Context: an optimization exercise on an open-source flow, tuned for small area. The choices shown serve that exercise and are no tape-out recipe. The RTL was checked by simulation tests, not by an equivalence proof against the original design. Power figures rest on the tool's default switching activity, not on a simulated workload.

--- design.v ---
package img_inv_pkg;
   localparam int FRAME_BYTES_DEF = 158;
   typedef logic [7:0] byte_t;
   typedef enum logic [2:0] {
      IDLE,
      RX_FILL,
      TX_LOAD,
      TX_SEND,
      TX_WAIT,
      DONE,
      CK_SEND,
      CK_WAIT
   } state_t;
endpackage
import img_inv_pkg::*;
module img_frame_buf
#(
   parameter int ADDR_W = 8
) (
   input  logic              clock,
   input  logic              we,
   input  logic [ADDR_W-1:0] waddr,
   input  logic [7:0]           wdata,
   input  logic              re,
   input  logic [ADDR_W-1:0] raddr,
   output logic [7:0]           rdata
);
   logic [7:0] mem [0:(1<<ADDR_W)-1];
   always_ff @(posedge clock) begin
      if (we) mem[waddr] <= wdata;
      if (re) rdata <= mem[raddr];
   end
endmodule
import img_inv_pkg::*;
module img_inv_stream_ctrl
#(
   parameter int FRAME_BYTES = FRAME_BYTES_DEF,
   parameter int ADDR_W      = 8,
   parameter int CNT_W       = 12
) (
   input  logic             clock,
   input  logic             reset_rtl,
   input  logic [7:0]       i_rx_data,
   input  logic             i_rx_data_valid,
   input  logic             i_invert_en,
   output logic [7:0]       o_tx_data,
   output logic             o_tx_data_valid,
   input  logic             i_tx_done,
   output logic             o_busy,
   output logic             o_frame_done,
   output logic             o_overrun,
   output logic [CNT_W-1:0] o_frame_count,
   output logic [2:0]       o_dbg_state
);
   localparam logic [ADDR_W-1:0] LAST = ADDR_W'(FRAME_BYTES - 1);
   img_inv_pkg::state_t state, state_next;
   logic [ADDR_W-1:0] wr_ptr, rd_ptr;
   logic              inv_q;
   logic [7:0]         rdata, tx_byte;
   logic              buf_we, buf_re, frame_start;
   logic [ADDR_W-1:0] buf_waddr;
   img_frame_buf #(.ADDR_W(ADDR_W)) u_buf (
      .clock (clock),
      .we    (buf_we),
      .waddr (buf_waddr),
      .wdata (i_rx_data),
      .re    (buf_re),
      .raddr (rd_ptr),
      .rdata (rdata)
   );
   assign tx_byte     = inv_q ? ~rdata : rdata;
   assign o_busy      = (state != IDLE);
   assign o_dbg_state = state;
   always_comb begin
      state_next  = state;
      buf_we      = 1'b0;
      buf_waddr   = wr_ptr;
      buf_re      = 1'b0;
      frame_start = 1'b0;
      case (state)
         IDLE: if (i_rx_data_valid) begin
            buf_we      = 1'b1;
            buf_waddr   = '0;
            frame_start = 1'b1;
            state_next  = RX_FILL;
         end
         RX_FILL: if (i_rx_data_valid) begin
            buf_we = 1'b1;
            if (wr_ptr == LAST) state_next = TX_LOAD;
         end
         TX_LOAD: begin
            buf_re     = 1'b1;
            state_next = TX_SEND;
         end
         TX_SEND: state_next = TX_WAIT;
         TX_WAIT: if (i_tx_done) begin
            state_next = (rd_ptr == LAST) ? DONE : TX_LOAD;
         end
         DONE:    state_next = IDLE;
         default: state_next = IDLE;
      endcase
   end
   always_ff @(posedge clock) begin
      if (reset_rtl) begin
         state           <= IDLE;
         wr_ptr          <= '0;
         rd_ptr          <= '0;
         inv_q           <= 1'b0;
         o_tx_data       <= '0;
         o_tx_data_valid <= 1'b0;
         o_frame_done    <= 1'b0;
         o_overrun       <= 1'b0;
         o_frame_count   <= '0;
      end else begin
         state           <= state_next;
         o_tx_data_valid <= 1'b0;
         o_frame_done    <= 1'b0;
         if (frame_start) begin
            inv_q  <= i_invert_en;
            wr_ptr <= ADDR_W'(1);
         end else if (state == RX_FILL && i_rx_data_valid) begin
            wr_ptr <= wr_ptr + ADDR_W'(1);
         end
         if (state == RX_FILL && state_next == TX_LOAD) rd_ptr <= '0;
         if (state == TX_WAIT && state_next == TX_LOAD) rd_ptr <= rd_ptr + ADDR_W'(1);
         if (state == TX_SEND) begin
            o_tx_data       <= tx_byte;
            o_tx_data_valid <= 1'b1;
         end
         if (state_next == DONE) begin
            o_frame_done  <= 1'b1;
            o_frame_count <= o_frame_count + CNT_W'(1);
         end
         if (i_rx_data_valid && state != IDLE && state != RX_FILL) o_overrun <= 1'b1;
      end
   end
endmodule
--- constraint.sdc ---
create_clock -name core_clock -period 5.0 [get_ports {clock}]
set_input_delay 1.0000 -clock core_clock [delete_from_list [all_inputs] [get_ports {clock}]]
set_output_delay 1.0000 -clock core_clock [all_outputs]
set_load 0.01 [all_outputs]
--- config.mk ---
export PLATFORM = sky130hd
export DESIGN_NAME = img_inv_stream_ctrl
export DESIGN_NICKNAME = img_inv_stream_ctrl
export VERILOG_FILES = /design/flow/design.v
export SDC_FILE = /design/flow/constraint.sdc
export NUM_CORES = 4
export LEC_CHECK = 0
export CAP_MARGIN = 20
export CORE_MARGIN = 2
export CORE_UTILIZATION = 40
export SLEW_MARGIN = 20
--- run.sh ---
#!/bin/bash
# synth_recipe.tcl (not shown) runs the flow's synth.tcl, then flattens the netlist and writes it again
# the make line also repeats each setting of config.mk as NAME=value (left out here)
make -C /OpenROAD-flow-scripts/flow DESIGN_CONFIG=/design/flow/config.mk WORK_HOME=/design/flow/orfs CLKGATE_MAP_FILE= SYNTH_SCRIPT=/design/flow/synth_recipe.tcl finish
==> flow_summary.yaml <==
cells_and_area:
  layout-drive-gt1-share_pct: 22.9
  syn_to_final_growth_pct: 14.3
  n_fill_cell: 17066
  fin_nets: 4345
  finalInstanceArea_um2: 93800
  instances_no_fill: 7192
timing:
  slew_viol_final: 0
  worstMarginPinSlew_ns: 1.12
  whs_ns: 0.468
  fin_crit_sh_pct: 82.5
  period_minus_slack_ns: 4.12
  hold_viol_final: 0
  clock.fmax_mhz: 243
  skew_ns: 0.0625
  relSlewSlack_pct: 24.8
  finalSetupTns_ns: 0
  setup_violations: 0
  rsz0062_at_grt: "no"
global_routing:
  grt_usage_pct: 21.3
  grt_antenna_before_repair: 3
  grt_max_degree: 119
  grt_pass1_wl_mm: 320
  first_global_vias: 42081
  overflow: 0
setup_path:
  r2r_end: "u_buf.rdata[6]$_DFFE_PP_"
  critPathMaxStageDelay_ns: 0.97
  r2r_start: "rd_ptr[0]$_SDFFE_PP0P_"
  startpoint_type: "flip-flop"
  worstPathArrival_ns: 4.71
  cp_max_fo: 33
  cp.required_ns: 5.59
  slowest_stage: "dfxtp_4"
  r2r_slack_ns: 0.88
  worstPathCellList: "buf_4 > buf_4 > mux4_2 > a22o_1 > a211oi_1 > a21oi_1 > a21oi_1 > o21ai_0 > a22o_1"
  crit_path_end_kind: "flip-flop"
  r2r_cells: 9
  crit_type: "reg -> reg"
floorplan:
  die_x_um: 457
  die_h_um: 457
  placementRows: 166
  io_pins: 40
  coreArea_um2: 204000
  initial_core_util_pct: 40.2
  dieArea_um2: 209000
cts:
  clock_latency_ns: 0.85
  cts_num_sinks: 2099
  cts_tree: "done"
  cts_max_level: 4
  post_cts_buffers: 0
  clockRootBuffer: "clkbuf_16"
  post_cts_resized: 0
  clk_pin_slew_worst_paths_ns: 0.06
  holdBufCountCts: 0
  clk_path_buf_depth: 3
  cts_made_buffers: 211
drt:
  vias: 42404
  wl_per_cell_um: 31.3
  ant_nets: 0
  wl_met2_mm: 105
  drt-total-wl_mm: 225
  drt-met1-wl_mm: 93.1
  top_layer: "met5"
  wl_met3_mm: 19.5
  dr.pass1.iters: 8
  viasPerCell: 5.90
  drtIter0Drc: 5333
  drc_errors: 0
power:
  p_total_w: 0.0355
  power_density_nw_per_um2: 379
  ir_drop_mv: 0.318
  p_leak_nw: 28.3
worst_hold_path:
  hold_path_class: "reg -> reg"
  whs_path_depth: 2
  min_to: "o_overrun$_SDFFE_PP0P_"
  min-delay-start: "o_overrun$_SDFFE_PP0P_"
run:
  cap_viol_max_count: 0
placement:
  place.gp.congestion: 0.869
  dp_hpwl_mm: 139
  placed_area_um2: 86800
  portBuffers: 39
  dp_cells: 6802
synthesis:
  syn_area_per_cell_um2: 20.3
  synth.most_common_cell: "edfxtp_1"
  synth-seq-area-share_pct: 76.2
  netlist_area_um2: 82100
  yosysTopAreaCellShare_pct: 75.2
  synthTopCellsByArea: "edfxtp_1 75%, mux4_2 11%, mux2i_1 2.7%"
  syn_inst: 4038
  yosysWarnings: 2
  async_reset_ff_share_pct: 0
  synth_fp_nets: 4056
  synth_common_cells: "2056 x edfxtp_1, 384 x mux4_2, 346 x nor2_1"
  synth_edf_count: 2056
  ys_types: 74
  yosys.area.top_type: "edfxtp_1"
  synth_flop_cell: "edfxtp_1"
  ys_seq_elements: 2099
outcome:
  status: "no timing/DRC/antenna violations"
==> worst max-delay path, delay by kind of cell (launching register included) <==
family	cells	cell delay, ns
buffers and inverters	2	0.62
muxes	1	0.53
DFF	1	0.97
AOI/OAI and AO/OA	6	1.73
==> routing by layer <==
layer  track usage [%]  vias to the layer above
met2              33.1                     2137
met1              30.3                    22585
met4              6.94                        2
met3              4.31                      373
met5                 0                        -
li1                  -                    17307
==> cell usage in the layout, fill, tap and decap left out, types with 37 or more instances in the layout <==
master / n
mux2i_1: 223
a21oi_1: 100
clkinv_2: 42
nand2_1: 87
o221ai_1: 40
clkinv_1: 49
clkbuf_16: 212
a22oi_1: 73
mux4_1: 43
buf_4: 255
mux4_2: 384
a211oi_1: 37
dfxtp_1: 37
o21ai_0: 44
nor2_1: 344
edfxtp_1: 2056
==> state kept, by name, indices dropped and copies added, names as in the netlist <==
register	cells
wr_ptr	8
u_buf.mem	2048
inv_q	1
u_buf.rdata	8
o_tx_data	8
o_frame_done	1
o_overrun	1
o_frame_count	12
rd_ptr	8
o_tx_data_valid	1
state	3
==> cell families after synthesis <==
| group | share of synthesized area [%] |
|---|---|
| DFF | 76.2 |
| muxes | 14.7 |
| and+or+nand+nor | 2.88 |
| AOI/OAI and AO/OA | 3.71 |
| buffers and inverters | 2.12 |
| xor gates and xnor gates | 0.235 |
| adders and majority gates | 0.0762 |
==> worst max-delay path by stage <==
| stage | start | endpoint | slack, ns | cells after the start |
|---|---|---|---|---|
| 2_1_floorplan | i_rx_data_valid | u_buf.mem[103][0]$_DFFE_PP_ | 1.90 | 6 |
| 3_3_place_gp | i_rx_data_valid | u_buf.mem[183][0]$_DFFE_PP_ | 0.44 | 7 |
| 3_5_place_dp | i_rx_data_valid | u_buf.mem[183][1]$_DFFE_PP_ | 0.35 | 7 |
| 4_1_cts | rd_ptr[0]$_SDFFE_PP0P_ | u_buf.rdata[1]$_DFFE_PP_ | 0.93 | 7 |
| 5_1_grt | rd_ptr[1]$_SDFFE_PP0P_ | u_buf.rdata[4]$_DFFE_PP_ | 0.74 | 9 |
| 6_report | rd_ptr[0]$_SDFFE_PP0P_ | u_buf.rdata[6]$_DFFE_PP_ | 0.88 | 9 |
==> area by class of cell <==
cell class	count	area [µm²]	share of cell area [%]
flip-flops and latches	2099	62600	66.7
multi-input cells	1677	17900	19.0
clock buffers	252	5550	5.91
well taps	2688	3360	3.58
repair buffers	324	2940	3.13
clock inverters	137	1440	1.54
inverters	14	52.6	0.0560
diodes	1	2.50	0.00267
==> power breakdown <==
part | internal [W] | total, W | switching (W)
Sequential | 0.0193 | 0.0193 | 0.0000104
Combinational | 0.0000573 | 0.000427 | 0.000370
Clock | 0.00907 | 0.0158 | 0.00672
Total | 0.0284 | 0.0355 | 0.00710
==> through the flow <==
| step | utilization [%] | setup WS [ns] |
|---|---|---|
| after global routing | 45.9 | 0.739 |
| after floorplan | - | 1.90 |
| after CTS | 45.9 | 0.931 |
| after global placement | 42.5 | 0.436 |
| final | 45.9 | 0.877 |
| after detailed placement | 42.5 | 0.346 |

==> afterwards: timing with drivers on the ports <==
No port has a modelled driver above. Below, the same layout with a new extraction and two added sets of constraints.
Step 1: set_driving_cell puts a clkbuf_16 on clock and a buf_2 on each other input, an assumption about the parent block.
Step 2 moves the port delays by t, midway between the first and last clock arrival at a register: inputs arrive t later, outputs are due t later. That takes back most of the time a late clock gives input paths.
Slacks: ideal ports / drivers / drivers and shift; pairs: ideal ports / drivers.
shift t [ns]: 0.909
setup slack, ns: 0.877 / 0.877 / 0.295
worst setup path after step 2: input to register
slew at the worst register clock pin (ns): 0.07 / 0.07
After both steps setup and hold are still met in this run. For this run, drivers alone change the setup slack by 0.000 ns; drivers and shift together by -0.582 ns.
